This is an optimization exercise on Yosys and OpenROAD, whose aim is small area and a short achievable clock period, not a production implementation. Function was not checked in any run shown here: the RTL went through the layout flow alone. Power is estimated from default activity; no workload was simulated.

==> flow/design.v (outline; a module is shown in full before it is edited, if it fits) <==
// module conv_energy_tree: 1577 lines
// module conv_fa: 10 lines
// module conv_ha: 9 lines
// module conv_peak_detect: 106 lines
module conv_peak_detect
#(
  parameter int unsigned MAX_LEN = 8,
  parameter int unsigned IDX_W   = 4
) (
  input  logic                  clk,
  input  logic                  rst,
  input  logic                  in_valid,
  input  logic [2*conv_pkg::SAMPLE_W-1:0] in_data,
  output logic                  out_valid,
  output conv_pkg::energy_t        out_peak,
  output logic [IDX_W-1:0]      out_idx,
  output logic [IDX_W-1:0]      out_len,
  output logic                  out_ovf,
  output logic                  out_err
);
  // ...
==> flow/run.sh <==
#!/bin/bash
# synth_recipe.tcl (not shown) runs the flow's synth.tcl, then flattens the netlist and writes it again
# the make line also repeats each setting of config.mk as NAME=value (left out here)
make -C /OpenROAD-flow-scripts/flow DESIGN_CONFIG=/design/flow/config.mk WORK_HOME=/design/flow/orfs CLKGATE_MAP_FILE= SYNTH_SCRIPT=/design/flow/synth_recipe.tcl finish
==> flow/config.mk <==
export PLATFORM = sky130hd
export DESIGN_NAME = conv_peak_detect
export DESIGN_NICKNAME = conv_peak_detect
export VERILOG_FILES = /design/flow/design.v
export SDC_FILE = /design/flow/constraint.sdc
export NUM_CORES = 4
export LEC_CHECK = 0
export ABC_CLOCK_PERIOD_IN_PS = 4000
export CAP_MARGIN = 20
export CORE_MARGIN = 2
export CORE_UTILIZATION = 40
export PLACE_DENSITY = 0.6
export SETUP_SLACK_MARGIN = 3.5
export SLEW_MARGIN = 20
export SYNTH_HIERARCHICAL = 1
export SYNTH_MINIMUM_KEEP_SIZE = 0
==> flow/constraint.sdc <==
create_clock -name core_clock -period 7.5 [get_ports {clk}]
set_input_delay 1.5000 -clock core_clock [delete_from_list [all_inputs] [get_ports {clk}]]
set_output_delay 1.5000 -clock core_clock [all_outputs]
set_load 0.01 [all_outputs]
==> impl_results.md, run 1 <==
* Yosys cell types at 59
* Crit Path Max Fanout at 12
* Num CTS Buffers at 24
* Hold Crit Start: f1
* Antenna Cells at 0
* Critical Path Most Common Cell: o21ai_4
* Syn Nets at about 1.8k
* CP Capture Type: flop
* Leading post-synthesis cells by cell area: fa_1, dfxtp_1, and2_1
* Area share of the leading cell type in the synthesized netlist at between 30% and 40%
* Hold endpoint: f2
* Seq. pwr at roughly 1.7 mW
* Post-layout util at 45.1%
* Design Area, Final at approximately 18000 sq um
* Largest net degree at the start of global routing at 51
* Commonest non-fill, non-tap cell in the layout: fa_1
* Met1 Routed Length at about 17000 um
* Hold slack at 0.340 ns
* Gate power share at 56.5%
* Crit share post-route at between 50 and 60%
* CTS tree: yes
* Count leader, synth: fa_1
* Worst hold path type: reg -> reg
* Element type at the critical path start: flop
* Die height at 205 um
* Total gr overflow at 0
* Flop pwr share at 24.8%
* Outcome: complete, no violations
* Register Area at 4480 sq um
* DIE AREA at ~42000 sq um
* P_comb at between 3 and 4 mW
* Post-synth top area cell: fa_1
* Synth Area in Compound Gates at approximately 4.5%
* Finished Layout Cells at 1924
* Post-synthesis xor/xnor area fraction at between 1 and 1.5%
* Worst-path cell chain: fa_2 -> inv_2 -> fa_2 -> nor2b_4 -> o31a_1 -> o211a_1 -> o21ai_4 -> o21ai_4 -> a31oi_1 -> xnor2_1 -> ha_1 -> and4_1 -> nand2_1 -> nor3_2 -> nand2_2 -> o21ai_2 -> nor3_2 -> o21ai_4 -> buf_12 -> buf_12
* Post-DP HPWL at between 20000 and 30000 um
* Crit path time final at about 4.2 ns
* Initial antenna violation count at 0
* Clock Buffer Count at 34
* Post-Synthesis Cells at around 1.4k
* DRT antenna net count at 0
* # IOs at 86
==> inputs of run 2 (changes only) <==
--- a/flow/config.mk
+++ b/flow/config.mk
@@ -6,10 +6,8 @@
 export NUM_CORES = 4
 export LEC_CHECK = 0
-export ABC_CLOCK_PERIOD_IN_PS = 4000
 export CAP_MARGIN = 20
 export CORE_MARGIN = 2
 export CORE_UTILIZATION = 40
 export PLACE_DENSITY = 0.6
-export SETUP_SLACK_MARGIN = 3.5
 export SLEW_MARGIN = 20
 export SYNTH_HIERARCHICAL = 1
==> impl_results.md, run 2 <==
* Outcome: complete, no violations
* Count leader, synth: fa_1
* Ratio of cells with drive above 1 in the final layout at ~4.4%
* #FFs+latches synth at approximately 200
* Rel. slew slack at 33.1%
* Worst-Margin Slew at roughly 1.0 ns
* Die height at 205 um (unchanged)
* Clk latency of the worst-skew pair at 0.56 ns
* Iter 0 DRT Violations at slightly below 500
* Register Area at 4450 sq um (-0.81%)
* CTS tree: yes
* GP Congestion at 0.832
* WL final at between 30000 and 40000 um
* DIE AREA at 42000 sq um (unchanged)
* Data arrival time of the critical path at 4.81 ns
* Vias per inst at around 5.1
* Req. time, crit path at roughly 7.7 ns
* Root buf cell: clkbuf_16
* Async set-reset flop share out of synthesis at 0%
* Syn Nets at 1775 (unchanged)
* Site Rows at 73
* Largest net degree at the start of global routing at 51 (unchanged)
* Max-cap violations at 0
* H-tree depth at 1
* Final hold violations at 0
* Met2 Wirelength at 17200 um
* Commonest non-fill, non-tap cell in the layout: fa_1
* Cts hold-fix bufs at 0
* PD cells at ~370 nW/um^2
* Fmax at 0.216 GHz
* Register area share after synthesis at around 28%
* Setup TNS at 0 ns
* Setup CP Type: reg -> reg
* Tot GR Track Use at a little under a fifth
* Top flop regs: d1 (36), max_e (36), out_peak (36)
* First-pass GRT wire length at ~60000 um
* Antenna Cells at 0 (unchanged)
* Synth Cell Area at between 15000 and 20000 sq um
* Initial Util at around two fifths
* Element type at the critical path start: flop
* TritonCTS Sinks at roughly 200
* Area of the multi-input gates at roughly 11000 sq um
* Post-Synthesis Cells at 1373 (unchanged)
* Die width at roughly 200 um
* Commonest cells after routing, fill and taps aside: fa_1, and2_1, dfxtp_1
* Hold Path Depth at 0
* Synth warnings at 7
* Setup Skew at between 0.03 and 0.04 ns
* Buffers from clock root to sink, at most at 3
* Worst hold path type: reg -> reg
* DRT antenna net count at 0 (unchanged)
* Total number of vias at 9778
* Post-synth top cells: fa_1, and2_1, dfxtp_1, ha_1, buf_4
* Initial antenna violation count at 0 (unchanged)
* Overall power at roughly 6.5 mW
* Post-layout nets at ~1.8k
* # DRC at 0
* Post-DP HPWL at 26200 um (-0.70%)
* Leading post-synthesis cells by cell area: fa_1, dfxtp_1, and2_1
* Quantity of gates resized following cts at 0
* Crit Path Max Fanout at 39 (+27)
* Setup violations, final at 0
* Syn avg cell area at 11.8 sq um
* Slew Viols, Final at 0
* Post-synth top area cell: fa_1
* Yosys cell types at 59 (unchanged)
* Metal3 WL at 2170 um
* Crit path time final at 4.64 ns (+0.444 ns)
* Max layer used: met4
* # IOs at 86 (unchanged)
* Number of synthesized flops with an enable pin at between 40 and 50
* RSZ-0062 raised after global routing: false
* VDD IR max at ~0.2 mV
* Fill count at roughly 3.7k
* Ys flop type: dfxtp_1
* Total gr overflow at 0 (unchanged)
* Num CTS Buffers at 25 (+4.2%)
* Dpl cells at 1870
* Crit share post-route at 61.9% (+5.9 points)
* Area Overhead vs Synth at 9.44%
* Clock transition at path regs at ~0.06 ns
* Core area at between 30000 and 40000 sq um
* Finished Layout Cells at 1916 (-0.42%)
* I/O Buffers at 84
* Vias in the first global route at 10.7k
* Wire per inst at 19.3 um
* First-pass iteration count of the detailed router at 6
* Leakage at a little over 7 nW
* Post-CTS Setup Repair Bufs at 0
* Met1 Routed Length at 16900 um (-0.46%)
* CP Capture Type: flop
* Reg2Reg Depth at 19
* Area share of the leading cell type in the synthesized netlist at 34.7% (unchanged)
## run 2: cell counts after synthesis
Identical to the previous run, type by type.
## run 2: routing by layer
layer  up-vias  GRT usage [%]
met5         -              0
met4         0           4.24
met3        56           3.37
met2       254           29.9
met1      5074           25.6
li1       4394              -
## run 2: report_power, final
group	internal, mW	switching [mW]
registers	1.50	0.161
clock network	0.757	0.481
logic	1.60	2.01
## run 2: critical path, cell delays in order, from the launching register on
cell     delay [ns]
dfxtp_1        0.31
fa_1           0.46
inv_1          0.09
fa_1           0.25
nor2b_4        0.06
o31a_1         0.28
o211a_1        0.25
o21ai_2        0.25
o21ai_1        0.20
a31oi_1        0.24
xnor2_1        0.11
ha_1           0.32
and4_1         0.22
nand2_1        0.06
nor3_1         0.19
nand2_1        0.12
o21ai_0        0.17
nor3_1         0.09
o21ai_4        0.14
buf_4          0.46
## run 2: cells by family (layout without fill, tap and decap cells)
logic type                 Yosys count  in the layout  share of synthesized area, %
AOI/OAI and AO/OA                  109            109                          4.49
xor gates and xnor gates            27             27                          1.46
muxes                               45             45                          2.80
adders and majority gates          363            363                          41.1
buffers and inverters              163            181                          6.67
other                                2              2                        0.0465
DFF                                201            201                          27.5
and+or+nand+nor                    463            463                          15.9
## run 2: area by class of cell
| cell class | count | area share (%) |
|---|---|---|
| clock buffers | 39 | 4.65 |
| clock inverters | 7 | 0.326 |
| inverters | 44 | 0.934 |
| multi-input cells | 1009 | 60.2 |
| flip-flops and latches | 201 | 25.1 |
| well taps | 525 | 3.71 |
| repair buffers | 91 | 5.02 |
## run 2: through the flow
| step | area, sq um | util, % | setup slack, ns | hold slack (ns) |
|---|---|---|---|---|
| detailed placement | 16800 | 42.2 | 2.84 | 0.318 |
| finish | 17700 | 44.4 | 2.86 | 0.338 |
| floorplan | 16200 | - | 0.917 | 0.310 |
| global placement | 16800 | 42.2 | 2.90 | 0.321 |
| CTS | 17700 | 44.4 | 2.84 | 0.339 |
| global route | 17700 | 44.4 | 2.44 | 0.352 |
## run 2: final timing paths
path	end	startpoint	slack (ns)
worst max-delay path	max_e[6]	lc2	2.86
worst min-delay path	f2	f1	0.34
worst max register to register	max_e[6]	lc2	2.86
worst min register to register	f2	f1	0.34
## run 2: per-module statistics from Yosys, one instance, submodules excluded
module,cells,copies in the design
conv_ha,1,19
conv_fa,1,278
conv_energy_tree,409,1
conv_peak_detect,667,1

==> port drivers added, routing unchanged <==
In the flow no input, the clock included, has a driving cell. The finished layouts below were timed again as built, in two steps.
Step 1, drivers: a clkbuf_16 drives clk and a buf_2 each remaining input, both assumed.
Step 2 also shifts input and output timing later by t, the mid clock arrival at the registers, as if the neighbouring blocks saw the same clock.
a / b / c = ideal / step 1 / step 2; a / b = the first two.
| run | t, ns | setup slack, ns | worst setup path after step 2 |
|---|---|---|---|
| run 1 | 0.586 | 3.304 / 3.304 / 3.304 | register to register |
| run 2 | 0.598 | 2.860 / 2.860 / 2.860 | register to register |
After both steps setup and hold are still met in every run listed.
